What follows belongs to an exercise in optimizing a design on an open flow for small area, a short achievable clock period and few clock cycles; a production flow would make more cautious choices.
Only simulation tests tie the RTL to the original design; equivalence was not proved.
No activity file was given, so power comes from the tool's default toggle rates.

File: flow/design.v
package csgsc_pkg;
  localparam int LIST_DEPTH_DEF = 16;
  localparam int DIST_W = 32;
  localparam int TAG_W = 16;
  localparam int CMD_W = 2;
  localparam int OP_W = 2;
  localparam logic [CMD_W-1:0] CMD_APPEND_A = 2'd0;
  localparam logic [CMD_W-1:0] CMD_APPEND_B = 2'd1;
  localparam logic [CMD_W-1:0] CMD_COMBINE = 2'd2;
  localparam logic [OP_W-1:0] OP_UNION = 2'd0;
  localparam logic [OP_W-1:0] OP_INTER = 2'd1;
  localparam logic [OP_W-1:0] OP_DIFF = 2'd2;
  typedef struct packed {
    logic [CMD_W-1:0] command;
    logic signed [DIST_W-1:0] hit_distance;
    logic [TAG_W-1:0] hit_tag;
  } cmd_beat_t;
  typedef struct packed {
    logic signed [DIST_W-1:0] out_distance;
    logic [TAG_W-1:0] out_tag;
    logic out_valid;
    logic out_last;
    logic overflow;
  } res_beat_t;
  typedef struct packed {
    logic signed [DIST_W-1:0] hit_dist;
    logic [TAG_W-1:0] tag;
  } hit_t;
  typedef struct packed {
    logic append_a;
    logic append_b;
    logic start;
    logic step;
    logic flush;
  } ctl_t;
  typedef struct packed {
    logic walk_done;
    logic step_blocked;
    logic out_can_load;
  } sts_t;
endpackage
module csg_ray_span_combine (
  input  logic                       clk,
  input  logic                       rst,
  input  logic                       cfg_write_en,
  input  logic [csgsc_pkg::OP_W-1:0] cfg_write_data,
  input  logic                       cmd_valid,
  output logic                       cmd_ready,
  input  csgsc_pkg::cmd_beat_t       cmd_beat,
  output logic                       res_valid,
  input  logic                       res_ready,
  output csgsc_pkg::res_beat_t       res_beat
);
  localparam int DW = csgsc_pkg::DIST_W;
  localparam int TW = csgsc_pkg::TAG_W;
  localparam int HW = DW + TW;
  localparam int QD = 3;              
  localparam int QW = $clog2(QD + 1);
  logic          rdy;             
  logic [HW-1:0] mem_a [0:15];
  logic [HW-1:0] mem_b [0:15];
  logic [3:0]    wpa, wpb;        
  logic [3:0]    rpa, rpb;        
  logic [3:0]    rpa2, rpb2;      
  logic [4:0]    occa, occb;      
  logic [4:0]    cna, cnb;        
  logic          drop_new;
  logic [1:0]    bool_op;
  logic signed [DW-1:0] hda0, hda1, hdb0, hdb1;
  logic          cab;             
  logic [4:0]    qla [0:QD-1];
  logic [4:0]    qlb [0:QD-1];
  logic          qovf [0:QD-1];
  logic [QW-1:0] qn;
  logic          wv;              
  logic [4:0]    wla, wlb;        
  logic          a_left, b_left;  
  logic          last1;           
  logic          wovf;
  logic          ina, inb, was_in;
  logic          wfin;            
  logic          pv, pfin, pval, povf;
  logic [HW-1:0] phit;
  logic          rfull;           
  logic acc, app_a, app_b, push, wr_a, wr_b, drop_a, drop_b;
  logic [HW-1:0] ihit;
  assign ihit  = {cmd_beat.hit_distance, cmd_beat.hit_tag};
  assign acc   = rdy && cmd_valid;
  assign app_a = acc && (cmd_beat.command == csgsc_pkg::CMD_APPEND_A);
  assign app_b = acc && (cmd_beat.command == csgsc_pkg::CMD_APPEND_B);
  assign push  = acc && (cmd_beat.command == csgsc_pkg::CMD_COMBINE);
  assign drop_a = app_a && cna[4];
  assign drop_b = app_b && cnb[4];
  assign wr_a   = app_a && !cna[4];
  assign wr_b   = app_b && !cnb[4];
  logic take_a, go, pop_a, pop_b, empty_c;
  logic kept_a, kept_b, kept, need_slot, fin_now, pcur, emit, wdone, wfree;
  logic quiet, fin_step;
  logic rload;
  function automatic logic inside_f(input logic [1:0] op, input logic a,
                                    input logic b);
    case (op)
      csgsc_pkg::OP_INTER: inside_f = a & b;
      csgsc_pkg::OP_DIFF:  inside_f = a & ~b;
      default:             inside_f = a | b;
    endcase
  endfunction
  assign empty_c = !a_left && !b_left;
  assign take_a  = a_left && (!b_left || cab);
  assign rload   = !rfull || res_ready;
  assign go      = wv && (!pv || rload);
  assign pop_a   = go && take_a;
  assign pop_b   = go && !take_a && b_left;
  assign kept_a  = inside_f(bool_op, !ina, inb) != was_in;
  assign kept_b  = inside_f(bool_op, ina, !inb) != was_in;
  assign kept    = !empty_c && (take_a ? kept_a : kept_b);
  always_comb begin
    case (bool_op)
      csgsc_pkg::OP_INTER: quiet = (!a_left && !ina) || (!b_left && !inb);
      csgsc_pkg::OP_DIFF:  quiet = (!a_left && !ina) || (!b_left && inb);
      default:             quiet = (!a_left && ina) || (!b_left && inb);
    endcase
  end
  assign fin_step  = !wfin && (empty_c || last1 || quiet);
  assign pcur      = pv && !pfin;
  assign need_slot = !wfin && (empty_c || kept || (fin_step && !pcur));
  assign fin_now = go && fin_step && !kept;
  assign emit    = pv && rload && (pfin || (go && need_slot) || fin_now);
  assign wdone   = go && (empty_c || last1);
  assign wfree   = !wv || wdone;
  logic wa_h0, wa_h1, wb_h0, wb_h1;
  assign wa_h0 = wr_a && (pop_a ? (occa == 5'd1) : (occa == 5'd0));
  assign wa_h1 = wr_a && (pop_a ? (occa == 5'd2) : (occa == 5'd1));
  assign wb_h0 = wr_b && (pop_b ? (occb == 5'd1) : (occb == 5'd0));
  assign wb_h1 = wr_b && (pop_b ? (occb == 5'd2) : (occb == 5'd1));
  function automatic logic lt_f(input logic [DW-1:0] a, input logic [DW-1:0] b);
    logic [DW-1:0] l, e;
    logic [DW-1:0] a2, b2;
    a2 = {~a[DW-1], a[DW-2:0]};
    b2 = {~b[DW-1], b[DW-2:0]};
    l = ~a2 & b2;
    e = ~(a2 ^ b2);
    for (int w = 1; w < DW; w = w * 2) begin
      for (int i = 0; i + w < DW; i = i + 2 * w) begin
        l[i] = l[i + w] | (e[i + w] & l[i]);
        e[i] = e[i + w] & e[i];
      end
    end
    lt_f = l[0];
  endfunction
  logic c_a, c_b, c_0;
  assign c_a = lt_f(hda1, hdb0);
  assign c_b = lt_f(hda0, hdb1);
  assign c_0 = lt_f(hda0, hdb0);
  logic [4:0] occa_n, occb_n, cna_n, cnb_n, wla_n, wlb_n;
  logic [QW-1:0] qn_n;
  logic qpop, qpush;
  assign cna_n  = push ? 5'd0 : cna + {4'd0, wr_a};
  assign cnb_n  = push ? 5'd0 : cnb + {4'd0, wr_b};
  logic [4:0] occa_p, occa_m, occb_p, occb_m;
  assign occa_p = occa + 5'd1;
  assign occa_m = occa - 5'd1;
  assign occb_p = occb + 5'd1;
  assign occb_m = occb - 5'd1;
  assign occa_n = pop_a ? (wr_a ? occa : occa_m) : (wr_a ? occa_p : occa);
  assign occb_n = pop_b ? (wr_b ? occb : occb_m) : (wr_b ? occb_p : occb);
  assign qpop   = wfree && qn != '0;
  assign qpush  = push && !(wfree && qn == '0);
  assign qn_n   = qn + QW'(qpush) - QW'(qpop);
  logic [4:0] la_src, lb_src, wla_m, wlb_m;
  logic al_n, bl_n, l1_n, al_src, bl_src, l1_src;
  logic wla1, wlb1, wla2, wlb2;
  assign la_src = qn != '0 ? qla[0] : cna;
  assign lb_src = qn != '0 ? qlb[0] : cnb;
  assign al_src = la_src != 5'd0;
  assign bl_src = lb_src != 5'd0;
  assign l1_src = (la_src == 5'd1 && !bl_src) || (lb_src == 5'd1 && !al_src);
  assign wla_m = wla - 5'd1;
  assign wlb_m = wlb - 5'd1;
  assign wla1 = wla == 5'd1;
  assign wlb1 = wlb == 5'd1;
  assign wla2 = wla == 5'd2;
  assign wlb2 = wlb == 5'd2;
  always_comb begin
    if (wfree) begin
      wla_n = la_src; wlb_n = lb_src;
      al_n = al_src; bl_n = bl_src; l1_n = l1_src;
    end else if (pop_a) begin
      wla_n = wla_m; wlb_n = wlb;
      al_n = !wla1; bl_n = b_left;
      l1_n = (wla2 && !b_left) || (wla1 && wlb1);
    end else if (pop_b) begin
      wla_n = wla; wlb_n = wlb_m;
      al_n = a_left; bl_n = !wlb1;
      l1_n = (wlb2 && !a_left) || (wlb1 && wla1);
    end else begin
      wla_n = wla; wlb_n = wlb;
      al_n = a_left; bl_n = b_left; l1_n = last1;
    end
  end
  logic rdy_n, a16_n, b16_n, na16_n, nb16_n, qf_n;
  assign na16_n = !push && (wr_a ? (cna == 5'd15) : cna[4]);
  assign nb16_n = !push && (wr_b ? (cnb == 5'd15) : cnb[4]);
  assign a16_n  = wr_a ? (pop_a ? occa[4] : (occa == 5'd15)) : (!pop_a && occa[4]);
  assign b16_n  = wr_b ? (pop_b ? occb[4] : (occb == 5'd15)) : (!pop_b && occb[4]);
  assign qf_n   = qpush ? (qpop ? (qn == QW'(QD)) : (qn == QW'(QD - 1)))
                        : (!qpop && (qn == QW'(QD)));
  assign rdy_n  = (na16_n || !a16_n) && (nb16_n || !b16_n) && !qf_n;
  always_ff @(posedge clk) begin
    if (wr_a) mem_a[wpa] <= ihit;
    if (wr_b) mem_b[wpb] <= ihit;
    cab <= pop_a ? c_a : pop_b ? c_b : c_0;
    if (wa_h0)      hda0 <= ihit[HW-1:TW];
    else if (pop_a) hda0 <= hda1;
    if (wa_h1)      hda1 <= ihit[HW-1:TW];
    else if (pop_a) hda1 <= mem_a[rpa2][HW-1:TW];
    if (wb_h0)      hdb0 <= ihit[HW-1:TW];
    else if (pop_b) hdb0 <= hdb1;
    if (wb_h1)      hdb1 <= ihit[HW-1:TW];
    else if (pop_b) hdb1 <= mem_b[rpb2][HW-1:TW];
  end
  always_ff @(posedge clk) begin
    if (rst) begin
      rdy <= 1'b1;
      wpa <= '0; wpb <= '0; rpa <= '0; rpb <= '0;
      rpa2 <= 4'd2; rpb2 <= 4'd2;
      occa <= '0; occb <= '0; cna <= '0; cnb <= '0;
      drop_new <= 1'b0;
      bool_op <= csgsc_pkg::OP_UNION;
      qn <= '0;
      wv <= 1'b0;
      pv <= 1'b0;
      rfull <= 1'b0;
    end else begin
      rdy <= rdy_n;
      if (cfg_write_en) bool_op <= cfg_write_data;
      if (wr_a) wpa <= wpa + 4'd1;
      if (wr_b) wpb <= wpb + 4'd1;
      if (pop_a) begin rpa <= rpa + 4'd1; rpa2 <= rpa2 + 4'd1; end
      if (pop_b) begin rpb <= rpb + 4'd1; rpb2 <= rpb2 + 4'd1; end
      occa <= occa_n;
      occb <= occb_n;
      cna <= cna_n;
      cnb <= cnb_n;
      if (push) drop_new <= 1'b0;
      else if (drop_a || drop_b) drop_new <= 1'b1;
      qn <= qn_n;
      if (wfree) wv <= (qn != '0) || push;
      if (go && need_slot) pv <= 1'b1;
      else if (emit) pv <= 1'b0;
      if (rload) rfull <= emit;
    end
  end
  always_ff @(posedge clk) begin
    for (int i = 0; i < QD; i++) begin
      if (qpush && (int'(qn) - (qpop ? 1 : 0) == i)) begin
        qla[i] <= cna; qlb[i] <= cnb; qovf[i] <= drop_new;
      end else if (qpop && i < QD - 1) begin
        qla[i] <= qla[i+1]; qlb[i] <= qlb[i+1]; qovf[i] <= qovf[i+1];
      end
    end
  end
  always_ff @(posedge clk) begin
    wla <= wla_n;
    wlb <= wlb_n;
    a_left <= al_n;
    b_left <= bl_n;
    last1 <= l1_n;
    if (wfree) begin
      wovf <= qn != '0 ? qovf[0] : drop_new;
      ina <= 1'b0; inb <= 1'b0; was_in <= 1'b0;
      wfin <= 1'b0;
    end else if (go && !empty_c) begin
      ina <= ina ^ take_a;
      inb <= inb ^ !take_a;
      was_in <= inside_f(bool_op, ina ^ take_a, inb ^ !take_a);
      if (fin_step) wfin <= 1'b1;
    end
  end
  always_ff @(posedge clk) begin
    if (go && need_slot) begin
      if (kept) begin
        phit <= take_a ? {hda0, mem_a[rpa][TW-1:0]} : {hdb0, mem_b[rpb][TW-1:0]};
        pval <= 1'b1;
      end else begin
        phit <= '0; pval <= 1'b0;
      end
      povf <= wovf;
      pfin <= fin_step;
    end else if (go && fin_step) begin
      pfin <= 1'b1;
    end
  end
  always_ff @(posedge clk) begin
    if (emit) res_beat <= {phit, pval, pfin || fin_now, povf};
  end
  assign cmd_ready = rdy;
  assign res_valid = rfull;
endmodule
File: flow/flow/run.sh
#!/bin/bash
# Standard layout, with the port buffers made from buf_4 instead of the
# slow delay buffer buffer_ports picks by default.
set -euo pipefail
export BUFFER_PORTS_ARGS="-buffer_cell sky130_fd_sc_hd__buf_4"
bash standard.sh > standard_flow.log 2>&1
File: flow/standard.sh
#!/bin/bash
# synth_recipe.tcl (not shown) runs the flow's synth.tcl, then flattens the netlist and writes it again
# the make line also repeats each setting of config.mk as NAME=value (left out here)
make -C /OpenROAD-flow-scripts/flow DESIGN_CONFIG=/design/flow/config.mk WORK_HOME=/design/flow/orfs CLKGATE_MAP_FILE= SYNTH_SCRIPT=/design/flow/synth_recipe.tcl "${@:-finish}"
File: flow/config.mk
export PLATFORM = sky130hd
export DESIGN_NAME = csg_ray_span_combine
export DESIGN_NICKNAME = csg_ray_span_combine
export VERILOG_FILES = /design/flow/design.v
export SDC_FILE = /design/flow/constraint.sdc
export NUM_CORES = 4
export LEC_CHECK = 0
export CAP_MARGIN = 20
export CORE_MARGIN = 2
export CORE_UTILIZATION = 40
export SETUP_SLACK_MARGIN = 3.0
export SLEW_MARGIN = 20
File: flow/constraint.sdc
create_clock -name core_clock -period 5.5 [get_ports {clk}]
set_input_delay 1.1000 -clock core_clock [delete_from_list [all_inputs] [get_ports {clk}]]
set_output_delay 1.1000 -clock core_clock [all_outputs]
set_load 0.01 [all_outputs]
==> impl_metrics.toml, run 1 <==
[detailed_routing]
ant_nets = 0
dr.pass1.iters = 7
num_vias = 37063
dr.first_iter.drc_count = 4254
vias_per_cell = 5.62
post_drt_wl_per_cell_um = 30.1
drc_errors = 0
finalWirelength_um = 198000

[pwr]
switchingPower_uw = 11200
p_comb_frac = 0.244
p_int_uw = 28800
clkPwrFrac = 0.315
powerDensity_nw_per_um2 = 450
pwr-share-seq = 0.442
irDropWorstVdd_mv = 0.390
switching_share = 0.279
p_leak_uw = 0.0287

[layout]
nNetsFinal = 4145
layout.cells.non_filler = 6594
area_delta_synth_final_pct = 18.6
fill_cells = 15062
drive_above_1_share = 0.329

[global_route]
grt_usage = 0.199
grt-ovfl-total = 0
grt_max_degree = 66
grt_pass1_vias = 37191
grt_pass1_wl_um = 273000
grt_antenna_before_repair = 9

[run_status]
status = "timing/DRC/antenna clean"

[synth]
synth-seq-cells = 1887
synth_warnings = 4
synth-edff-count = 1813
synth_ff_type = "edfxtp_1"
synthCells = 3588
seq_area_frac_synth = 0.748
postSynthAreaPerCell_um2 = 20.8
synthArstFlopShare = 0
synthDistinctLibCells = 63
netlist_area_um2 = 74800
synth_nets = 3776

[worst_setup_path]
required_ns = 5.92
crit_chain = "buf_6 -> and3b_1 -> nand3b_1 -> buf_4 -> nor3b_2 -> and2_4"
path_max_fanout = 48
critPathCaptureType = "register"
max_stage_delay_ns = 0.92
critPathSlowestCell = "and2_4"
reg2reg_depth = 6
critPathTopFamily = "simple AND/OR/NAND/NOR gates"
crit_buf_inv = 2
crit_cells = 6
crit_arrival_ns = 3.06
path_class = "in -> reg"
startpoint_type = "input port"

[floorplanning]
dieHeight_um = 436
initial_utilization = 0.403
core-area_um2 = 186000
ioPinCount = 110
die_area_um2 = 190000
die_width_um = 436
row_count = 158

[sta]
fin_ws_ns = 2.86
max_slew_margin = 0.253
tns_ns = 0
worstMarginPinSlew_ns = 1.12
skew_ns = 0.0363
finalHoldViolCount = 0
fin_crit_sh = 0.480
clock.fmax_mhz = 379
finalCriticalPeriod_ns = 2.64
final_max_slew_viol_count = 0
setup_viol = 0
rsz0062_at_grt = "true"

[cts]
cts_sinks = 1887
clock_path_buffers = 3
cts-root-buf = "clkbuf_16"
cts_made_buffers = 186
clk_pin_slew_ns = 0.06
clock_latency_ns = 0.83
cts_max_level = 4
cts_tree = "done"

[hold_path]
hold_path.class = "reg -> reg"
hold_path_depth = 0

[placed_design]
numPlacedInstances = 6053
dp_slack_ns = 1.67
io_buffers = 109
gp_congestion = 0.804
dp_hpwl_um = 99500

[run]
maxCapViolCount = 0
## cells by family after synthesis
group | share of synthesized area
flops | 0.748
mux | 0.165
simple gates | 0.0259
buf+inv | 0.0146
compound gates | 0.0192
fa+ha+maj | 0.0219
xor+xnor | 0.00515
## flip-flops by register name, summed over array words and instances, names as in the netlist, 15 cells and up, named ones only
signal and count:
hda1 32, mem_b 768, hdb0 32, phit 48
qlb 15, res_beat 51, mem_a 768, hdb1 32
qla 15, hda0 32
## layout make-up
cell class / instances / area (µm²) / share of cell area
Multi-Input combinational cell: 1477 / 19200 / 0.217
Clock buffer: 221 / 4850 / 0.0547
Timing Repair inverter: 1 / 8.76 / 0.0000988
Inverter: 93 / 368 / 0.00415
Clock inverter: 123 / 1130 / 0.0127
Antenna cell: 1 / 2.50 / 0.0000282
Timing Repair Buffer: 311 / 4020 / 0.0453
Tap cell: 2480 / 3100 / 0.0350
Sequential cell: 1887 / 56000 / 0.631
## synth_stat cells (17+ instances only)
library cell | count | area, µm²
a21oi_1 | 88 | 440
and2_1 | 22 | 138
buf_2 | 57 | 285
clkbuf_1 | 94 | 353
dfxtp_1 | 74 | 1480
edfxtp_1 | 1813 | 54400
ha_1 | 131 | 1640
inv_1 | 91 | 342
mux2_2 | 122 | 1370
mux2i_1 | 17 | 170
mux4_2 | 480 | 10800
nand2_1 | 189 | 709
nand3_1 | 26 | 130
nand4_1 | 19 | 119
nor2_1 | 73 | 274
o21ai_0 | 64 | 320
xnor2_1 | 20 | 175
xor2_1 | 24 | 210
## final timing paths
check	from	endpoint	slack, ns
max	cmd_beat[49]	mem_b[11][32]	2.86
min	phit[46]	res_beat[49]	0.41
max reg2reg	rdy	mem_b[11][32]	2.87
min reg2reg	phit[46]	res_beat[49]	0.41
## per-layer routing
| metal | GRT usage | wire length (µm) | vias up |
|---|---|---|---|
| met4 | 0.0502 | 4630 | 0 |
| li1 | - | - | 15593 |
| met2 | 0.308 | 93900 | 1375 |
| met3 | 0.0415 | 15500 | 252 |
| met1 | 0.290 | 84300 | 19843 |
| met5 | 0 | 0 | - |
## power groups by stage
stage               registers (µW)  clock network, µW  logic (µW)
floorplan                    17600                  0        5610
global placement             18100                  0        7680
detailed placement           18100                  0        7750
CTS                          17700              12800        9290
global route                 17700              13300       10400
finish                       17600              12600        9730
## metrics by stage
step                      utilization  cell area (µm²)  power, µW  hold WS (ns)
final                           0.478            88700      39900         0.414
after global routing            0.478            88700      41500         0.422
after CTS                       0.471            87500      39700         0.415
after detailed placement        0.427            79300      25800         0.405
after global placement          0.427            79300      25800         0.402
after floorplan                     -            75800      23200         0.400
## placed cells by master (no fill, tap or decap), types with 26 or more instances in the layout
cell type / netlist / final
nand2_1: 189 / 182
clkbuf_16: 0 / 203
clkinv_2: 0 / 33
clkbuf_1: 94 / 32
and2_4: 0 / 39
mux4_2: 480 / 480
inv_1: 91 / 87
buf_6: 2 / 53
nor2_1: 73 / 64
a21oi_1: 88 / 74
dfxtp_1: 74 / 55
buf_16: 0 / 29
o21ai_1: 1 / 32
ha_1: 131 / 123
clkinv_1: 0 / 55
o21ai_0: 64 / 26
buf_12: 0 / 46
buf_4: 5 / 160
edfxtp_1: 1813 / 1813
mux2_4: 0 / 98
## timing repair
| action | CTS | global route |
|---|---|---|
| gates resized for setup | 143 | 59 |
| buffers inserted | 81 | 38 |
| hold buffers | 0 | 0 |
| cloned | 40 | 36 |
| hold endpoints to repair | 0 | 0 |
| pin swaps | 20 | 25 |
| setup endpoints to repair | 1882 | 1535 |
Testbench counts, summed over its fixed seeds: cycles 5,559.
==> inputs of run 2 (changes only) <==
--- a/flow/config.mk
+++ b/flow/config.mk
@@ -10,2 +10,4 @@
 export CORE_UTILIZATION = 40
+export CTS_CLUSTER_DIAMETER = 120
+export CTS_CLUSTER_SIZE = 22
 export SETUP_SLACK_MARGIN = 3.0
==> run 2 against run 1 <==
Compared with the run above:
- register-to-register slack got worse by 0.07 ns
- clock power decreased by about 40%
- via count about the same
- power decreased by 13%
- critical path depth unchanged
- hold slack improved by 0.012 ns
- sequential share of layout area increased by 2.3 points
- clock skew increased by 0.0046 ns
- synthesized cell count unchanged
- synthesized area unchanged
- highest routed layer unchanged
- count of clock-buffer cells in the layout decreased by 106
==> impl_metrics.toml, run 2 <==
[run_status]
status = "timing/DRC/antenna clean"

[worst_setup_path]
crit_arrival_ns = 3.11
path_class = "in -> reg"
reg2reg_depth = 5
timing.rr.start = "rdy"
path_max_fanout = 48
startpoint = "cmd_valid"
critPathCaptureType = "register"
required_ns = 5.86
rrSetupSlack_ns = 2.80
startpoint_type = "input port"

[synth]
synthTopCellsByArea = "edfxtp_1 (73%), mux4_2 (14%), ha_1 (2.2%)"
yosysMostFrequentCell = "edfxtp_1"
synth_commonest_cells = "edfxtp_1 (1813), mux4_2 (480), nand2_1 (189)"
synth_nets = 3776
synth-seq-cells = 1887
synth_ff_type = "edfxtp_1"
synthArstFlopShare = 0
synth-edff-count = 1813
synth_compound_area_frac = 0.0192
synth.area.mux_share = 0.165
postSynthAreaPerCell_um2 = 20.8
synth_top_family_by_area = "multiplexers"
synth-simple-area-share = 0.0259
netlist_area_um2 = 74800
synth_top_area_cell = "edfxtp_1"
synth-xor-area-share = 0.00515
synthCells = 3588
synth_top_area_frac = 0.728
seq_area_frac_synth = 0.748
synthDistinctLibCells = 63
synthAdderAreaFrac = 0.0219
synth_warnings = 4

[run]
maxCapViolCount = 0

[layout]
multiInputGateArea_um2 = 19500
mostFrequentLayoutCell = "edfxtp_1"
final_util = 0.461
final_cell_mix = "edfxtp_1 (1813), mux4_2 (480), buf_4 (191)"
n_antenna_cell = 0
layout.cells.non_filler = 6407
top_regs = "mem_a (768), mem_b (768), res_beat (51)"
drive_above_1_share = 0.315
regArea_um2 = 56000
area_delta_synth_final_pct = 14.4
fill_cells = 15261
finalInstanceArea_um2 = 85600
nNetsFinal = 4092

[detailed_routing]
vias_per_cell = 5.78
ant_nets = 0
dr.pass1.iters = 7
drc_errors = 0
post_drt_wl_per_cell_um = 31.9
finalWirelength_um = 204000
num_vias = 37034
dr.first_iter.drc_count = 4717

[pwr]
p_leak_uw = 0.0272
finalPower_uw = 34800
powerDensity_nw_per_um2 = 407
irDropWorstVdd_mv = 0.379

[sta]
max_slew_margin = 0.271
fin_crit_sh = 0.499
finalCriticalPeriod_ns = 2.75
finalHoldViolCount = 0
tns_ns = 0
setup_viol = 0
rsz0062_at_grt = "true"
worstMarginPinSlew_ns = 1.09
final_max_slew_viol_count = 0
clock.fmax_mhz = 364
skew_ns = 0.0409

[global_route]
grt_antenna_before_repair = 7
grt_usage = 0.205
grt-ovfl-total = 0
top_usage_layer = "met2"
met2_usage = 0.322
grt_use_met1 = 0.301
grt_pass1_wl_um = 278000
grt_pass1_vias = 36139
grt_max_degree = 66
gr-usage-met3 = 0.0371

[cts]
cts_tree = "done"
cts_made_buffers = 95
cts_max_level = 3
hold_buffers = 0
clock_path_buffers = 3
cts-root-buf = "clkbuf_16"
cts_sinks = 1887
clock_latency_ns = 0.77
clk_pin_slew_ns = 0.09

[floorplanning]
die_width_um = 436
initial_utilization = 0.403
ioPinCount = 110
dieHeight_um = 436
core-area_um2 = 186000
die_area_um2 = 190000
row_count = 158

[hold_path]
hold_path.class = "reg -> reg"
min_from = "phit[41]"
hold_path_depth = 0

[placed_design]
gp_congestion = 0.804
io_buffers = 109
dp_hpwl_um = 99500
numPlacedInstances = 6053
dpl_cell_area_um2 = 79300
## run 2: cell types whose count changed in the layout (fill, tap and decap cells not counted), sizes merged, moves of 2 or more
cell	delta
clkbuf	-112
inv	-5
buf	+18
and2	+23
clkinvlp	-3
clkinv	-92
and4	+2
bufinv	-17
## run 2: layout make-up
cell class | count | area share
clock buffer | 115 | 0.0292
clock inverter | 5 | 0.000585
multi-input combinational | 1502 | 0.228
timing repair buffer | 323 | 0.0477
timing repair inverter | 2 | 0.000161
inverter | 93 | 0.00436
tap | 2480 | 0.0363
sequential | 1887 | 0.654
## run 2: routing by layer
layer  vias up  share of wire
met1     19891           0.41
li1      15355              -
met4         0          0.025
met2      1563           0.47
met3       225          0.089
met5         -              0
## run 2: final timing paths
path	end
hold reg to reg	res_beat[44]
hold / removal	res_beat[44]
setup reg to reg	mem_a[13][12]
setup / recovery	mem_a[13][12]
## run 2: worst max-delay path, cell delays in order
cell	delay, ns
buf_8	0.09
nand2_4	0.04
or4_4	0.61
buf_12	0.19
inv_12	0.06
and4_4	0.95
## run 2: kinds of logic (layout without fill, tap and decap cells)
kind of cell / count (synthesis) / count (layout)
AO/OA/AOI/OAI: 235 / 244
XOR/XNOR: 44 / 44
adder cells (fa/ha/maj): 131 / 131
flip-flops: 1887 / 1887
AND/OR/NAND/NOR: 411 / 464
buffers and inverters: 261 / 538
multiplexers: 619 / 619
## run 2: power by group
part,switching (µW),internal [µW]
clock,4400,3210
sequential,600,17000
combinational,5080,4560
total,10100,24800
## run 2: repair_timing
action / 4_1_cts / 5_1_grt
setup buffers: 89 / 52
gates resized for setup: 134 / 73
gates cloned: 60 / 33
endpoints found under the setup margin: 1899 / 1191
endpoints found under the hold margin: 0 / 0
pin swaps: 33 / 21
## run 2: per-stage QoR
step	setup slack, ns	hold WS, ns
after floorplan	2.33	0.400
after global placement	1.75	0.402
after detailed placement	1.67	0.405
after CTS	2.76	0.427
after global routing	2.74	0.431
final	2.75	0.426
==> inputs of run 3 (changes only) <==
--- a/flow/config.mk
+++ b/flow/config.mk
@@ -10,5 +10,3 @@
 export CORE_UTILIZATION = 40
-export CTS_CLUSTER_DIAMETER = 120
-export CTS_CLUSTER_SIZE = 22
-export SETUP_SLACK_MARGIN = 3.0
+export SETUP_SLACK_MARGIN = 3.3
 export SLEW_MARGIN = 20
==> run 3 against run 2 <==
Compared with the run above:
- die area unchanged
- largest power group unchanged
- power rose by 23%
- core utilization rose by 6.0 points
- count of clock-buffer cells in the layout is 135 higher
- cell count up 9.0%
- wire length rose by 17%
- clock skew shrank 0.0086 ns
- highest routed layer is now met5
- synthesized cell count unchanged
- non-clock buffer count up 315
- cell area is 13% higher
==> impl_metrics.toml, run 3 <==
[layout]
top_regs = "mem_a (768), mem_b (768), res_beat (51)"
drive_above_1_share = 0.418
regArea_um2 = 56000
nNetsFinal = 4534
area_delta_synth_final_pct = 29.4
mostFrequentLayoutCell = "edfxtp_1"
final_cell_mix = "edfxtp_1 (1813), mux4_2 (480), buf_12 (227)"
layout.cells.non_filler = 6984
fill_cells = 14082
multiInputGateArea_um2 = 20700

[detailed_routing]
vias_per_cell = 5.91
finalWirelength_um = 239000
num_vias = 41288
dr.first_iter.drc_count = 5724
post_drt_wl_per_cell_um = 34.3
dr.pass1.iters = 5
drc_errors = 0
ant_nets = 0

[sta]
max_slew_margin = 0.290
setup_viol = 0
worstMarginPinSlew_ns = 1.07
skew_ns = 0.0323
final_max_slew_viol_count = 0
clock.fmax_mhz = 383
finalCriticalPeriod_ns = 2.61
fin_crit_sh = 0.475
rsz0062_at_grt = "true"
finalHoldViolCount = 0
tns_ns = 0

[worst_setup_path]
path_class = "reg -> reg"
crit_arrival_ns = 3.19
critPathCaptureType = "register"
path_max_fanout = 5
critPathTopFamily = "compound AO/OA/AOI/OAI gates"
startpoint_type = "register"
critPathSlowestCell = "o31a_4"
cp_common_cell = "buf_12"
required_ns = 6.08
crit_chain = "inv_2 -> ha_4 -> xor2_1 -> o21ai_0 -> a21o_1 -> o31a_4 -> buf_12 -> buf_12 -> o211a_4 -> buf_12"
max_stage_delay_ns = 0.39
crit_buf_inv = 4

[synth]
synth_ff_type = "edfxtp_1"
synth_commonest_cells = "edfxtp_1 (1813), mux4_2 (480), nand2_1 (189)"
yosysMostFrequentCell = "edfxtp_1"
synth-seq-cells = 1887
seq_area_frac_synth = 0.748
synth-edff-count = 1813
synthTopCellsByArea = "edfxtp_1 (73%), mux4_2 (14%), ha_1 (2.2%)"
synthDistinctLibCells = 63
synth_warnings = 4
synth_top_area_cell = "edfxtp_1"
synth_nets = 3776
synthCells = 3588
synth_top_area_frac = 0.728
synthArstFlopShare = 0
postSynthAreaPerCell_um2 = 20.8
netlist_area_um2 = 74800

[pwr]
irDropWorstVdd_mv = 0.656
powerDensity_nw_per_um2 = 443
p_leak_uw = 0.0319

[floorplanning]
initial_utilization = 0.403
die_width_um = 436
dieHeight_um = 436
die_area_um2 = 190000
row_count = 158
ioPinCount = 110
core-area_um2 = 186000

[cts]
cts_sinks = 1887
clk_pin_slew_ns = 0.06
cts_tree = "done"
cts_made_buffers = 192
clock_latency_ns = 0.85
hold_buffers = 0
cts-root-buf = "clkbuf_16"
cts_max_level = 4
clock_path_buffers = 3

[placed_design]
dp_hpwl_um = 104000
gp_congestion = 0.817
io_buffers = 109
numPlacedInstances = 6070

[global_route]
grt_pass1_wl_um = 314000
grt-ovfl-total = 0
grt_usage = 0.235
grt_max_degree = 60
grt_antenna_before_repair = 15
grt_pass1_vias = 39881

[run]
maxCapViolCount = 0

[hold_path]
hold_path.class = "reg -> reg"

[run_status]
status = "timing/DRC/antenna clean"
[run 3: repair_timing]
item | 4_1_cts | 5_1_grt
buffers inserted | 287 | 91
pin swaps | 54 | 49
cloned | 137 | 47
setup endpoints to repair | 2057 | 1957
resized for setup | 554 | 196
[run 3: cell type report]
cell class	instances	area share
diodes	2	0.0000517
repair inverters	2	0.000181
clock inverters	100	0.0100
multi-input cells	1532	0.214
flip-flops and latches	1887	0.579
well taps	2480	0.0321
inverters	93	0.00409
clock buffers	250	0.0530
repair buffers	638	0.108
[run 3: per-stage QoR]
stage / util / power (µW) / area (µm²) / worst slack, ns / hold slack (ns)
after floorplan: - / 23300 / 76000 / 2.35 / 0.400
after global placement: 0.428 / 25900 / 79500 / 1.82 / 0.404
after detailed placement: 0.428 / 26000 / 79500 / 1.78 / 0.405
after CTS: 0.507 / 42000 / 94200 / 2.93 / 0.419
after global routing: 0.521 / 44300 / 96800 / 2.83 / 0.425
final: 0.521 / 42900 / 96800 / 2.89 / 0.417
[run 3: power breakdown]
group          switching [µW]  internal, µW
Sequential                570         17000
Combinational            6330          6180
Clock                    5630          7160
[run 3: worst paths after layout]
check,cells past startpoint,end,slack [ns],start
worst min-delay path,0,res_beat[46],0.42,phit[43]
worst max-delay path,10,res_beat[6],2.89,bool_op[0]
worst min register to register,0,res_beat[46],0.42,phit[43]
worst max register to register,10,res_beat[6],2.89,bool_op[0]
[run 3: cells by family after synthesis]
group,count (synthesis),synth area share
DFF,1887,0.748
muxes,619,0.165
and+or+nand+nor,411,0.0259
buffers and inverters,261,0.0146
AOI/OAI and AO/OA,235,0.0192
adders and majority gates,131,0.0219
xor gates and xnor gates,44,0.00515
[run 3: layer usage]
metal,part of all wire,track usage,routed length (µm),up-vias
met1,0.38,0.328,91600,21960
met3,0.11,0.0562,26300,480
li1,-,-,-,16525
met4,0.046,0.0784,11100,12
met2,0.46,0.363,110000,2311
met5,0.00036,0,86,-
==> inputs of run 4 (changes only) <==
--- a/flow/config.mk
+++ b/flow/config.mk
@@ -9,4 +9,4 @@
 export CORE_MARGIN = 2
-export CORE_UTILIZATION = 40
-export SETUP_SLACK_MARGIN = 3.3
+export CORE_UTILIZATION = 55
+export SETUP_SLACK_MARGIN = 3.0
 export SLEW_MARGIN = 20
==> run 4 against run 3 <==
Compared with the run above:
- power fell by 8.1%
- non-clock buffer count fell by 324
- global-route usage rose by 5.4 points
- highest routed layer unchanged
- count of clock-buffer cells in the layout fell by 16
- still clean on timing, DRC and antenna
- clock power fell by 3%
- clock skew fell by 0.0086 ns
- combinational power fell by 25%
==> impl_metrics.toml, run 4 <==
[run_status]
status = "timing/DRC/antenna clean"

[synth]
synth-edff-count = 1813
postSynthAreaPerCell_um2 = 20.8
synth_top_area_frac = 0.728
synth_commonest_cells = "edfxtp_1 (1813), mux4_2 (480), nand2_1 (189)"
synthTopCellsByArea = "edfxtp_1 (73%), mux4_2 (14%), ha_1 (2.2%)"
synthDistinctLibCells = 63
synth-seq-cells = 1887
synthArstFlopShare = 0
synthCells = 3588
seq_area_frac_synth = 0.748
synth_warnings = 4
synth_nets = 3776
synth_ff_type = "edfxtp_1"
netlist_area_um2 = 74800
synth_top_area_cell = "edfxtp_1"
yosysMostFrequentCell = "edfxtp_1"

[worst_setup_path]
path_max_fanout = 12
crit_arrival_ns = 3.17
max_stage_delay_ns = 0.67
critPathCaptureType = "register"
r2r_end = "mem_a[4][26]"
crit_chain = "buf_4 -> or4_4 -> inv_12 -> nand2_4 -> nor2_4 -> and2_2"
timing.rr.start = "cna[4]"
crit_buf_inv = 2
path_class = "in -> reg"
critPathSlowestCell = "and2_2"
rrSetupSlack_ns = 2.79
crit_cells = 6
startpoint_type = "input port"
critical_path.endpoint = "mem_a[4][26]"
critPathTopFamily = "simple AND/OR/NAND/NOR gates"
reg2reg_depth = 5
startpoint = "cmd_beat[49]"
required_ns = 5.93

[cts]
clk_pin_slew_ns = 0.06
clock_latency_ns = 0.81
cts-root-buf = "clkbuf_16"
cts_sinks = 1887
cts_max_level = 4
cts_made_buffers = 188
clock_path_buffers = 3
hold_buffers = 0
cts_tree = "done"

[sta]
tns_ns = 0
fin_crit_sh = 0.499
rsz0062_at_grt = "true"
setup_viol = 0
final_max_slew_viol_count = 0
max_slew_margin = 0.242
worstMarginPinSlew_ns = 1.14
skew_ns = 0.0236
finalCriticalPeriod_ns = 2.75
finalHoldViolCount = 0
clock.fmax_mhz = 364

[layout]
mostFrequentLayoutCell = "edfxtp_1"
drive_above_1_share = 0.332
final_cell_mix = "edfxtp_1 (1813), mux4_2 (480), buf_4 (207)"
final_util = 0.646
area_delta_synth_final_pct = 16.8
top_regs = "mem_a (768), mem_b (768), res_beat (51)"
nNetsFinal = 4152

[detailed_routing]
drc_errors = 0
finalWirelength_um = 204000
post_drt_wl_per_cell_um = 34.5
dr.first_iter.drc_count = 4761
vias_per_cell = 6.45
dr.pass1.iters = 6
num_vias = 38129
ant_nets = 0

[floorplanning]
core-area_um2 = 135000
die_width_um = 373
ioPinCount = 110
initial_utilization = 0.553
die_area_um2 = 139000
dieHeight_um = 373
row_count = 135

[run]
maxCapViolCount = 0

[pwr]
p_leak_uw = 0.0286
powerDensity_nw_per_um2 = 451
irDropWorstVdd_mv = 0.304
p_int_uw = 28400
pwr-share-seq = 0.448
p_comb_frac = 0.237
switchingPower_uw = 11000
switching_share = 0.279
clkPwrFrac = 0.315

[global_route]
grt_pass1_vias = 38408
grt-ovfl-total = 0
grt_antenna_before_repair = 7
grt_pass1_wl_um = 282000
grt_max_degree = 50
grt_usage = 0.289

[placed_design]
dp_hpwl_um = 98500
gp_congestion = 0.834
io_buffers = 109

[hold_path]
hold_path.class = "reg -> reg"
-- run 4: cell counts after synthesis --
No cell type changed its count.
-- run 4: per-layer routing --
metal | track usage | vias up | share of wire
met5 | 0 | - | 0.000039
met4 | 0.0855 | 2 | 0.031
met3 | 0.0502 | 319 | 0.084
met2 | 0.457 | 1813 | 0.48
met1 | 0.420 | 20399 | 0.41
li1 | - | 15596 | -
-- run 4: cell type report --
class	count	area [µm²]
sequential	1887	56000
fill	9124	47800
multi-input combinational	1479	19200
clock buffer	234	5060
timing repair buffer	314	3610
tap	1781	2230
clock inverter	116	880
inverter	93	380
antenna	4	10.0
timing repair inverter	1	8.76
-- run 4: cells by family after synthesis --
| logic type | share of synthesized area |
|---|---|
| muxes | 0.165 |
| xor gates and xnor gates | 0.00515 |
| buffers and inverters | 0.0146 |
| AOI/OAI and AO/OA | 0.0192 |
| DFF | 0.748 |
| and+or+nand+nor | 0.0259 |
| adders and majority gates | 0.0219 |
-- run 4: per-stage QoR --
step	hold WS [ns]	total power [µW]	area [µm²]	instances	setup slack (ns)
floorplan	0.400	23200	75800	3588	2.33
global placement	0.401	25700	78400	5359	1.53
detailed placement	0.405	25900	78500	5362	1.50
CTS	0.417	39200	86300	5836	2.80
global route	0.419	40800	87300	5908	2.79
finish	0.417	39400	87300	5909	2.75
-- run 4: repair_timing --
action                     4_1_cts  5_1_grt
setup endpoints to repair     1996     1274
pin swaps                       30       20
cloned                          42       16
setup buffers                   82       48
gates resized for setup        129       48
-- run 4: power by group through the flow --
stage          clock [µW]  sequential [µW]  combinational (µW)
6_report            12400            17700                9360
5_1_grt             13100            17700                9970
4_1_cts             12600            17700                8990
3_5_place_dp            0            18300                7640
3_3_place_gp            0            18200                7450
2_1_floorplan           0            17600                5610
-- run 4: how the worst min path moves through the flow --
stage | start | endpoint | cells past startpoint
after detailed placement | phit[6] | res_beat[9] | 0
after floorplan | wovf | povf | 0
after global placement | phit[7] | res_beat[10] | 0
after CTS | phit[40] | res_beat[43] | 0
after global routing | phit[40] | res_beat[43] | 0
final | phit[40] | res_beat[43] | 0
==> inputs of run 5 (changes only) <==
==> flow/run.sh (new file) <==
#!/bin/bash
# synth_recipe.tcl (not shown) runs the flow's synth.tcl, then flattens the netlist and writes it again
# the make line also repeats each setting of config.mk as NAME=value (left out here)
make -C /OpenROAD-flow-scripts/flow DESIGN_CONFIG=/design/flow/config.mk WORK_HOME=/design/flow/orfs CLKGATE_MAP_FILE= SYNTH_SCRIPT=/design/flow/synth_recipe.tcl finish
--- a/flow/config.mk
+++ b/flow/config.mk
@@ -9,3 +9,3 @@
 export CORE_MARGIN = 2
-export CORE_UTILIZATION = 55
+export CORE_UTILIZATION = 40
 export SETUP_SLACK_MARGIN = 3.0
removed: flow/flow/run.sh
removed: flow/standard.sh
==> run 5 against run 4 <==
Compared with the run above:
- critical path depth stayed put
- maximum frequency increased by 4.1%
- clock power increased by 4%
- global-route usage fell by 6.3 points
- non-clock buffer count up 111
- synthesized area is the same
- sequential share of layout area down 2.5 points
- clock skew is 0.028 ns higher
- wire length up 6.8%
- first-iteration DRC count increased by 16%
==> impl_metrics.toml, run 5 <==
[global_route]
grt_pass1_vias = 38529
met2_usage = 0.354
grt_usage = 0.226
grt_antenna_before_repair = 16
top_usage_layer = "met2"
grt_max_degree = 59
grt-ovfl-total = 0
grt_pass1_wl_um = 301000
grt_use_met1 = 0.324
gr-usage-met3 = 0.0385

[placed_design]
dp_hpwl_um = 103000
dp_slack_ns = 1.30
gp_congestion = 0.814
io_buffers = 109

[detailed_routing]
dr.pass1.iters = 6
post_drt_wl_per_cell_um = 32.1
drc_errors = 0
finalWirelength_um = 217000
num_vias = 39364
dr.first_iter.drc_count = 5525
vias_per_cell = 5.81
ant_nets = 0

[synth]
synthDistinctLibCells = 63
synth_ff_type = "edfxtp_1"
netlist_area_um2 = 74800
synth-edff-count = 1813
synth_top_area_cell = "edfxtp_1"
synthTopCellsByArea = "edfxtp_1 (73%), mux4_2 (14%), ha_1 (2.2%)"
synth_warnings = 4
synth-seq-cells = 1887
synthArstFlopShare = 0
seq_area_frac_synth = 0.748
synth_commonest_cells = "edfxtp_1 (1813), mux4_2 (480), nand2_1 (189)"
postSynthAreaPerCell_um2 = 20.8
yosysMostFrequentCell = "edfxtp_1"
synth_nets = 3776
synthCells = 3588
synth_top_area_frac = 0.728

[sta]
tns_ns = 0
max_slew_margin = 0.332
final_max_slew_viol_count = 0
fin_crit_sh = 0.479
clock.fmax_mhz = 379
fin_ws_ns = 2.86
rsz0062_at_grt = "true"
worstMarginPinSlew_ns = 1.00
setup_viol = 0
finalHoldViolCount = 0
skew_ns = 0.0521
finalCriticalPeriod_ns = 2.64

[hold_path]
hold_path.class = "reg -> reg"
hold_path_depth = 0
holdPathEnd = "res_beat[45]"
min_from = "phit[42]"

[cts]
cts-root-buf = "clkbuf_16"
clock_latency_ns = 0.86
cts_tree = "done"
hold_buffers = 0
clk_pin_slew_ns = 0.06
cts_sinks = 1887
cts_max_level = 4
cts_made_buffers = 193
clock_path_buffers = 3

[pwr]
p_leak_uw = 0.0297
irDropWorstVdd_mv = 0.393
powerDensity_nw_per_um2 = 444

[worst_setup_path]
reg2reg_depth = 6
required_ns = 6.06
crit_arrival_ns = 3.19
path_max_fanout = 7
rrSetupSlack_ns = 2.86
r2r_end = "hda1[25]"
startpoint_type = "register"
critPathCaptureType = "register"
path_class = "reg -> reg"

[floorplanning]
ioPinCount = 110
row_count = 158
initial_utilization = 0.403
die_area_um2 = 190000
die_width_um = 436
core-area_um2 = 186000
dieHeight_um = 436

[run]
maxCapViolCount = 0

[layout]
top_regs = "mem_a (768), mem_b (768), res_beat (51)"
nNetsFinal = 4315
mostFrequentLayoutCell = "edfxtp_1"
area_delta_synth_final_pct = 21.5
drive_above_1_share = 0.351
final_cell_mix = "edfxtp_1 (1813), mux4_2 (480), clkbuf_16 (202)"

[run_status]
status = "timing/DRC/antenna clean"
-- run 5: cells by family (layout without fill, tap and decap cells) --
group,count (synthesis),in the layout,synth area share
compound gates,235,243,0.0192
buf+inv,261,876,0.0146
other cells,0,4,0
simple gates,411,488,0.0259
xor+xnor,44,44,0.00515
flops,1887,1887,0.748
fa+ha+maj,131,131,0.0219
mux,619,619,0.165
-- run 5: final cells by class --
class | count | area [µm²]
Timing Repair inverter | 2 | 16.3
Timing Repair Buffer | 425 | 5430
Antenna cell | 4 | 10.0
Clock buffer | 244 | 5040
Sequential cell | 1887 | 56000
Multi-Input combinational cell | 1525 | 19700
Clock inverter | 112 | 1180
Tap cell | 2480 | 3100
Inverter | 93 | 373
Fill cell | 14769 | 94800
-- run 5: metrics by stage --
stage	total power [µW]	std cells	util	hold slack [ns]	cell area, µm²
floorplan	23200	3588	-	0.400	75800
global placement	25900	6075	0.429	0.403	79700
detailed placement	25900	6075	0.429	0.405	79600
CTS	40200	6729	0.485	0.411	90100
global route	41700	6770	0.489	0.411	90800
finish	40300	6772	0.489	0.408	90800
-- run 5: metal layers --
layer	vias up	part of all wire
met4	10	0.027
met1	21083	0.41
met3	313	0.090
met2	1955	0.47
met5	-	0.00027
li1	16003	-
-- run 5: critical path, cell delays in order (launching register included) --
cell and delay (ns):
dfxtp_4 0.36, buf_12 0.15, buf_12 0.16, clkbuf_16 0.16, mux4_2 0.52, mux4_2 0.64, mux2_4 0.33
-- run 5: power breakdown --
group | internal (µW) | total [µW] | switching, µW
clock | 7210 | 12900 | 5660
sequential | 17000 | 17600 | 612
combinational | 4600 | 9790 | 5190
total | 28800 | 40300 | 11500
-- run 5: worst max-delay path by stage --
| stage | start | end | depth (start not counted) |
|---|---|---|---|
| floorplan | res_ready | qla[1][0] | 11 |
| CTS | res_beat[39] | res_beat[39] | 1 |
| global placement | cmd_beat[49] | hdb1[0] | 8 |
| finish | register | hda1[25] | 6 |
| global route | register | hda1[18] | 7 |
| detailed placement | cmd_beat[49] | hdb1[7] | 8 |
-- run 5: timing repair --
item                                     CTS  global route
setup buffers                            193            27
pin swaps                                 45            16
resized for setup                        420            51
endpoints found under the setup margin  2058          1387
cloned                                   105            11
==> inputs of run 6 (changes only) <==
--- a/flow/design.v
+++ b/flow/design.v
@@ -150,2 +150,13 @@
   endfunction
+  logic [DW-1:0] rd_da, rd_db;
+  logic [TW-1:0] rd_ta, rd_tb;
+  always_comb begin
+    rd_da = '0; rd_db = '0; rd_ta = '0; rd_tb = '0;
+    for (int i = 0; i < 16; i++) begin
+      rd_da = rd_da | (mem_a[i][HW-1:TW] & {DW{rpa2 == 4'(i)}});
+      rd_db = rd_db | (mem_b[i][HW-1:TW] & {DW{rpb2 == 4'(i)}});
+      rd_ta = rd_ta | (mem_a[i][TW-1:0] & {TW{rpa == 4'(i)}});
+      rd_tb = rd_tb | (mem_b[i][TW-1:0] & {TW{rpb == 4'(i)}});
+    end
+  end
   logic c_a, c_b, c_0;
@@ -215,3 +226,3 @@
     if (wa_h1)      hda1 <= ihit[HW-1:TW];
-    else if (pop_a) hda1 <= mem_a[rpa2][HW-1:TW];
+    else if (pop_a) hda1 <= rd_da;
     if (wb_h0)      hdb0 <= ihit[HW-1:TW];
@@ -219,3 +230,3 @@
     if (wb_h1)      hdb1 <= ihit[HW-1:TW];
-    else if (pop_b) hdb1 <= mem_b[rpb2][HW-1:TW];
+    else if (pop_b) hdb1 <= rd_db;
   end
@@ -282,3 +293,3 @@
       if (kept) begin
-        phit <= take_a ? {hda0, mem_a[rpa][TW-1:0]} : {hdb0, mem_b[rpb][TW-1:0]};
+        phit <= take_a ? {hda0, rd_ta} : {hdb0, rd_tb};
         pval <= 1'b1;
==> flow/flow/run.sh (new file) <==
#!/bin/bash
# Standard layout, with the port buffers made from buf_4 instead of the
# slow delay buffer buffer_ports picks by default.
set -euo pipefail
export BUFFER_PORTS_ARGS="-buffer_cell sky130_fd_sc_hd__buf_4"
bash standard.sh > standard_flow.log 2>&1
==> flow/standard.sh (new file) <==
#!/bin/bash
# synth_recipe.tcl (not shown) runs the flow's synth.tcl, then flattens the netlist and writes it again
# the make line also repeats each setting of config.mk as NAME=value (left out here)
make -C /OpenROAD-flow-scripts/flow DESIGN_CONFIG=/design/flow/config.mk WORK_HOME=/design/flow/orfs CLKGATE_MAP_FILE= SYNTH_SCRIPT=/design/flow/synth_recipe.tcl "${@:-finish}"
--- a/flow/config.mk
+++ b/flow/config.mk
@@ -10,2 +10,3 @@
 export CORE_UTILIZATION = 40
+export CTS_BUF_LIST = sky130_fd_sc_hd__clkbuf_8
 export SETUP_SLACK_MARGIN = 3.0
removed: flow/run.sh
==> run 6 against run 5 <==
Compared with the run above:
- hold slack got worse by 0.049 ns
- critical path depth decreased by 5
- via count increased by 21%
- maximum frequency decreased by 9.5%
- combinational power decreased by 5.0%
- synthesized area decreased by 1.7%
- count of clock-buffer cells in the layout increased by 87
- non-clock buffer count increased by 79
- clock skew increased by 0.028 ns
- power decreased by 4.9%
- still clean on timing, DRC and antenna
- highest routed layer unchanged
==> impl_metrics.toml, run 6 <==
[run_status]
status = "timing/DRC/antenna clean"

[cts]
cts_made_buffers = 317
clk_pin_slew_ns = 0.06
cts_tree = "done"
clock_latency_ns = 1.03
cts-root-buf = "clkbuf_8"
hold_buffers = 0
clock_path_buffers = 4
cts_sinks = 1871
cts_max_level = 5

[synth]
synth_top_area_frac = 0.741
synth-seq-cells = 1871
synth_ff_type = "edfxtp_1"
seq_area_frac_synth = 0.756
synthDistinctLibCells = 77
synthTopCellsByArea = "edfxtp_1 (74%), a22oi_1 (2.8%), ha_1 (2.5%)"
yosysMostFrequentCell = "edfxtp_1"
netlist_area_um2 = 73500
synth_warnings = 4
postSynthAreaPerCell_um2 = 16.0
synth_nets = 4794
synthCells = 4593
synthArstFlopShare = 0
synth_commonest_cells = "edfxtp_1 (1813), nand2_1 (313), a22oi_1 (276)"
synth_top_area_cell = "edfxtp_1"
synth-edff-count = 1813

[pwr]
irDropWorstVdd_mv = 0.262
p_leak_uw = 0.0297
powerDensity_nw_per_um2 = 428

[global_route]
grt_pass1_vias = 45794
grt_usage = 0.257
grt_pass1_wl_um = 343000
grt-ovfl-total = 0
grt_antenna_before_repair = 9
grt_max_degree = 49

[worst_setup_path]
crit_arrival_ns = 1.81
critPathTopFamily = "flip-flops"
critPathCaptureType = "primary output"
crit_chain = "buf_6"
critPathSlowestCell = "edfxtp_1"
rrSetupSlack_ns = 2.60
reg2reg_depth = 9
max_stage_delay_ns = 0.58
path_class = "reg -> out"
timing.rr.start = "rdy"
path_max_fanout = 1
r2r_end = "hda0[0]"
crit_buf_inv = 1
required_ns = 4.40
startpoint_type = "register"

[detailed_routing]
ant_nets = 0
finalWirelength_um = 249000
drc_errors = 0
dr.first_iter.drc_count = 6955
num_vias = 47711
dr.pass1.iters = 8
vias_per_cell = 6.09
post_drt_wl_per_cell_um = 31.8

[sta]
final_max_slew_viol_count = 0
fin_crit_sh = 0.530
finalHoldViolCount = 0
setup_viol = 0
skew_ns = 0.0805
clock.fmax_mhz = 343
tns_ns = 0
fin_ws_ns = 2.59
worstMarginPinSlew_ns = 0.820
rsz0062_at_grt = "true"
max_slew_margin = 0.448
finalCriticalPeriod_ns = 2.91

[layout]
area_delta_synth_final_pct = 21.8
nNetsFinal = 5367
final_cell_mix = "edfxtp_1 (1813), clkbuf_8 (331), nand2_1 (286)"
multiInputGateArea_um2 = 18800
drive_above_1_share = 0.253
top_regs = "mem_a (768), mem_b (768), res_beat (51)"
mostFrequentLayoutCell = "edfxtp_1"
fill_cells = 15182
regArea_um2 = 55700

[floorplanning]
row_count = 157
die_width_um = 433
core-area_um2 = 183000
initial_utilization = 0.402
ioPinCount = 110
dieHeight_um = 433
die_area_um2 = 187000

[placed_design]
gp_congestion = 0.873
dp_slack_ns = 1.55
io_buffers = 109
dp_hpwl_um = 137000

[hold_path]
hold_path.class = "in -> reg"
min_from = "cfg_write_data[0]"
hold_path_depth = 3
holdPathEnd = "bool_op[0]"

[run]
maxCapViolCount = 0
[run 6: worst max path at each step]
stage                       from           end  cells after the start
CTS                 res_beat[21]  res_beat[21]                      1
finish              res_beat[21]  res_beat[21]                      1
detailed placement     res_ready      hda1[27]                      8
global route        res_beat[24]  res_beat[24]                      1
global placement       res_ready      hda1[21]                      8
floorplan           cmd_beat[48]   mem_a[1][0]                      6
[run 6: kinds of logic after synthesis]
group / Yosys count / share of synthesized area
XOR/XNOR: 46 / 0.00548
adder cells (fa/ha/maj): 144 / 0.0245
flip-flops: 1871 / 0.756
AND/OR/NAND/NOR: 873 / 0.0559
buffers and inverters: 386 / 0.0216
multiplexers: 186 / 0.0277
AO/OA/AOI/OAI: 1087 / 0.109
[run 6: metal layers]
metal / track usage / share of wire
met1: 0.348 / 0.38
met2: 0.404 / 0.46
met3: 0.0540 / 0.11
met4: 0.105 / 0.043
met5: 0 / 0.00016
[run 6: repair_timing]
item | CTS | global route
gates cloned | 29 | 22
pin swaps | 75 | 61
resized for setup | 423 | 288
setup endpoints to repair | 1850 | 533
buffers inserted | 161 | 64
[run 6: power breakdown]
group	internal (µW)	switching, µW
combinational	3620	5680
clock	5890	5500
sequential	16900	729
[run 6: layout make-up]
type	count	share of cell area
multi-input combinational	2351	0.210
timing repair buffer	504	0.0658
antenna	7	0.000196
inverter	119	0.00580
clock buffer	331	0.0509
clock inverter	189	0.0109
timing repair inverter	2	0.000224
tap	2464	0.0344
sequential	1871	0.622
[run 6: stage by stage]
step	total power (µW)	util	area [µm²]	std cells	hold slack [ns]
CTS	37100	0.477	87300	7745	0.277
global route	39600	0.490	89500	7832	0.346
floorplan	21300	-	74000	4593	0.400
finish	38300	0.490	89500	7838	0.358
detailed placement	24400	0.427	78200	7035	0.405
global placement	24300	0.427	78200	7035	0.402
[run 6: tightest hold or removal path, stage by stage]
cell and delay (ns):
buf_4 0.08, mux2i_1 0.05, nor2_1 0.07
Testbench counts of run 6, summed over its fixed seeds: cycles 5,559.
==> inputs of run 7 (changes only) <==
--- a/flow/config.mk
+++ b/flow/config.mk
@@ -10,3 +10,2 @@
 export CORE_UTILIZATION = 40
-export CTS_BUF_LIST = sky130_fd_sc_hd__clkbuf_8
 export SETUP_SLACK_MARGIN = 3.0
==> run 7 against run 6 <==
Compared with the run above:
- synthesized area stayed put
- wire length decreased by 1.9%
- hold slack improved by 0.055 ns
- sequential share of layout area increased by 0.074 points
- non-clock buffer count fell by 28
- sequential power about the same
- register-to-register slack gained 0.19 ns
==> impl_metrics.toml, run 7 <==
[sta]
rsz0062_at_grt = "true"
finalCriticalPeriod_ns = 2.75
final_max_slew_viol_count = 0
finalHoldViolCount = 0
skew_ns = 0.0522
setup_viol = 0
clock.fmax_mhz = 363
tns_ns = 0
max_slew_margin = 0.448
worstMarginPinSlew_ns = 0.827
fin_crit_sh = 0.501

[cts]
cts_tree = "done"
clk_pin_slew_ns = 0.06
hold_buffers = 0
clock_path_buffers = 3
cts_max_level = 4
cts_made_buffers = 186
cts-root-buf = "clkbuf_16"
cts_sinks = 1871
clock_latency_ns = 0.86

[pwr]
finalPower_uw = 39200
irDropWorstVdd_mv = 0.355
powerDensity_nw_per_um2 = 438
p_leak_uw = 0.0292

[detailed_routing]
routed.top_layer = "met5"
finalWirelength_um = 244000
dr.pass1.iters = 9
vias_per_cell = 6.13
drt-met1-wl_um = 93300
dr_wl_met3_um = 26700
ant_nets = 0
dr.first_iter.drc_count = 7318
num_vias = 46748
drc_errors = 0
met2_length_um = 115000
post_drt_wl_per_cell_um = 32.0

[floorplanning]
core-area_um2 = 183000
ioPinCount = 110
die_width_um = 433
row_count = 157
initial_utilization = 0.402
die_area_um2 = 187000
dieHeight_um = 433

[synth]
netlist_area_um2 = 73500
synthCells = 4593
synth_commonest_cells = "edfxtp_1 (1813), nand2_1 (313), a22oi_1 (276)"
synth_top_area_cell = "edfxtp_1"
synthArstFlopShare = 0
synth_nets = 4794
yosysMostFrequentCell = "edfxtp_1"
synth-edff-count = 1813
postSynthAreaPerCell_um2 = 16.0
synthDistinctLibCells = 77
synthTopCellsByArea = "edfxtp_1 (74%), a22oi_1 (2.8%), ha_1 (2.5%)"
synth_warnings = 4
synth_ff_type = "edfxtp_1"
seq_area_frac_synth = 0.756
synth_top_area_frac = 0.741
synth-seq-cells = 1871

[worst_setup_path]
path_class = "reg -> out"
startpoint_type = "register"
critPathTopFamily = "flip-flops"
crit_chain = "buf_6"
critPathSlowestCell = "edfxtp_1"
required_ns = 4.40
crit_buf_inv = 1
path_max_fanout = 1
critPathCaptureType = "primary output"
max_stage_delay_ns = 0.59
crit_arrival_ns = 1.65

[placed_design]
dp_hpwl_um = 137000
io_buffers = 109
gp_congestion = 0.873

[run_status]
status = "timing/DRC/antenna clean"

[layout]
fill_cells = 15127
multiInputGateArea_um2 = 18500
regArea_um2 = 55700
drive_above_1_share = 0.235
area_delta_synth_final_pct = 21.7
final_cell_mix = "edfxtp_1 (1813), nand2_1 (285), a22oi_1 (275)"
mostFrequentLayoutCell = "edfxtp_1"
top_regs = "mem_a (768), mem_b (768), res_beat (51)"
nNetsFinal = 5210

[global_route]
grt_max_degree = 49
grt_usage = 0.256
grt_pass1_vias = 44552
grt-ovfl-total = 0
grt_pass1_wl_um = 341000
grt_antenna_before_repair = 5

[hold_path]
hold_path.class = "reg -> reg"

[run]
maxCapViolCount = 0
[run 7: changes by cell type in the layout (fill, tap and decap cells not counted), moves of 12 or more]
cell,previous run,this run
bufinv_16,8,21
clkbuf_8,331,2
buf_6,110,94
clkbuf_1,0,41
inv_1,198,101
clkinv_1,56,38
a21oi_2,9,23
clkbuf_16,18,190
a21oi_4,31,5
a21oi_1,123,135
[run 7: kinds of logic after synthesis]
kind of cell,synth area share
adder cells (fa/ha/maj),0.0245
flip-flops,0.756
XOR/XNOR,0.00548
AND/OR/NAND/NOR,0.0559
AO/OA/AOI/OAI,0.109
multiplexers,0.0277
buffers and inverters,0.0216
[run 7: power breakdown]
group | internal, µW | switching, µW | total (µW)
registers | 16900 | 722 | 17600
clock network | 7320 | 5630 | 12900
logic | 3300 | 5310 | 8610
[run 7: worst paths after layout]
path	start	end	slack, ns	depth (start not counted)
max	res_beat[21]	res_beat[21]	2.75	1
min	phit[20]	res_beat[23]	0.41	0
max reg2reg	rdy	hda1[14]	2.79	8
min reg2reg	phit[20]	res_beat[23]	0.41	0
[run 7: timing repair]
item	4_1_cts	5_1_grt
setup endpoints to repair	1864	423
resized for setup	437	198
pin swaps	70	58
setup buffers	144	65
cloned	36	5
[run 7: routing by layer]
metal  GRT usage  vias to the layer above
met1       0.350                    23840
met5           0                        -
li1            -                    19313
met4      0.0967                        2
met3      0.0496                      445
met2       0.407                     3148
[run 7: through the flow]
| step | utilization | cell area [µm²] | hold slack, ns | worst slack [ns] | cells |
|---|---|---|---|---|---|
| finish | 0.489 | 89400 | 0.413 | 2.75 | 7630 |
| global route | 0.489 | 89400 | 0.416 | 2.77 | 7628 |
| CTS | 0.481 | 87900 | 0.407 | 2.72 | 7558 |
| detailed placement | 0.427 | 78200 | 0.405 | 1.55 | 7035 |
| global placement | 0.427 | 78200 | 0.402 | 1.60 | 7035 |
| floorplan | - | 74000 | 0.400 | 1.78 | 4593 |
[run 7: cell type report]
type | count | share of cell area
diodes | 2 | 0.0000560
clock buffers | 229 | 0.0541
clock inverters | 114 | 0.0152
inverters | 119 | 0.00578
multi-input cells | 2353 | 0.207
flip-flops and latches | 1871 | 0.622
well taps | 2464 | 0.0345
repair buffers | 476 | 0.0613
repair inverters | 2 | 0.000168

## static timing again, ports no longer ideal
The results above use ideal ports. As a check the final layouts listed here were re-extracted and re-timed, cells and wires unchanged. Step 1, drivers: a clkbuf_16 drives clk and a buf_2 each remaining input, both assumed. Step 2 adds t to the input delays and takes it off the output delays; t is the mean of the earliest and latest rising clock arrival at the registers after step 1. Input paths then give back, and output paths get back, about the clock's delay inside the block. Slacks: ideal ports / drivers / drivers and shift; pairs: ideal ports / drivers.
| run | shift t [ns] | setup WS [ns] | worst setup path at the end | worst register clock-pin slew, ns |
|---|---|---|---|---|
| run 1 | 0.891 | 2.862 / 2.817 / 2.008 | input to register | 0.07 / 0.07 |
| run 2 | 0.837 | 2.754 / 2.783 / 1.947 | input to register | 0.10 / 0.10 |
| run 3 | 0.922 | 2.886 / 2.886 / 2.073 | input to register | 0.07 / 0.07 |
| run 4 | 0.879 | 2.754 / 2.793 / 1.930 | input to register | 0.06 / 0.06 |
| run 5 | 0.914 | 2.863 / 2.860 / 2.145 | input to register | 0.07 / 0.07 |
| run 6 | 1.101 | 2.587 / 2.490 / 1.792 | input to register | 0.07 / 0.07 |
| run 7 | 0.923 | 2.746 / 2.653 / 1.936 | input to register | 0.07 / 0.07 |
After both steps every run listed still meets setup and hold. For run 1, which loses most, drivers alone change the setup slack by -0.045 ns; drivers and shift together by -0.854 ns.
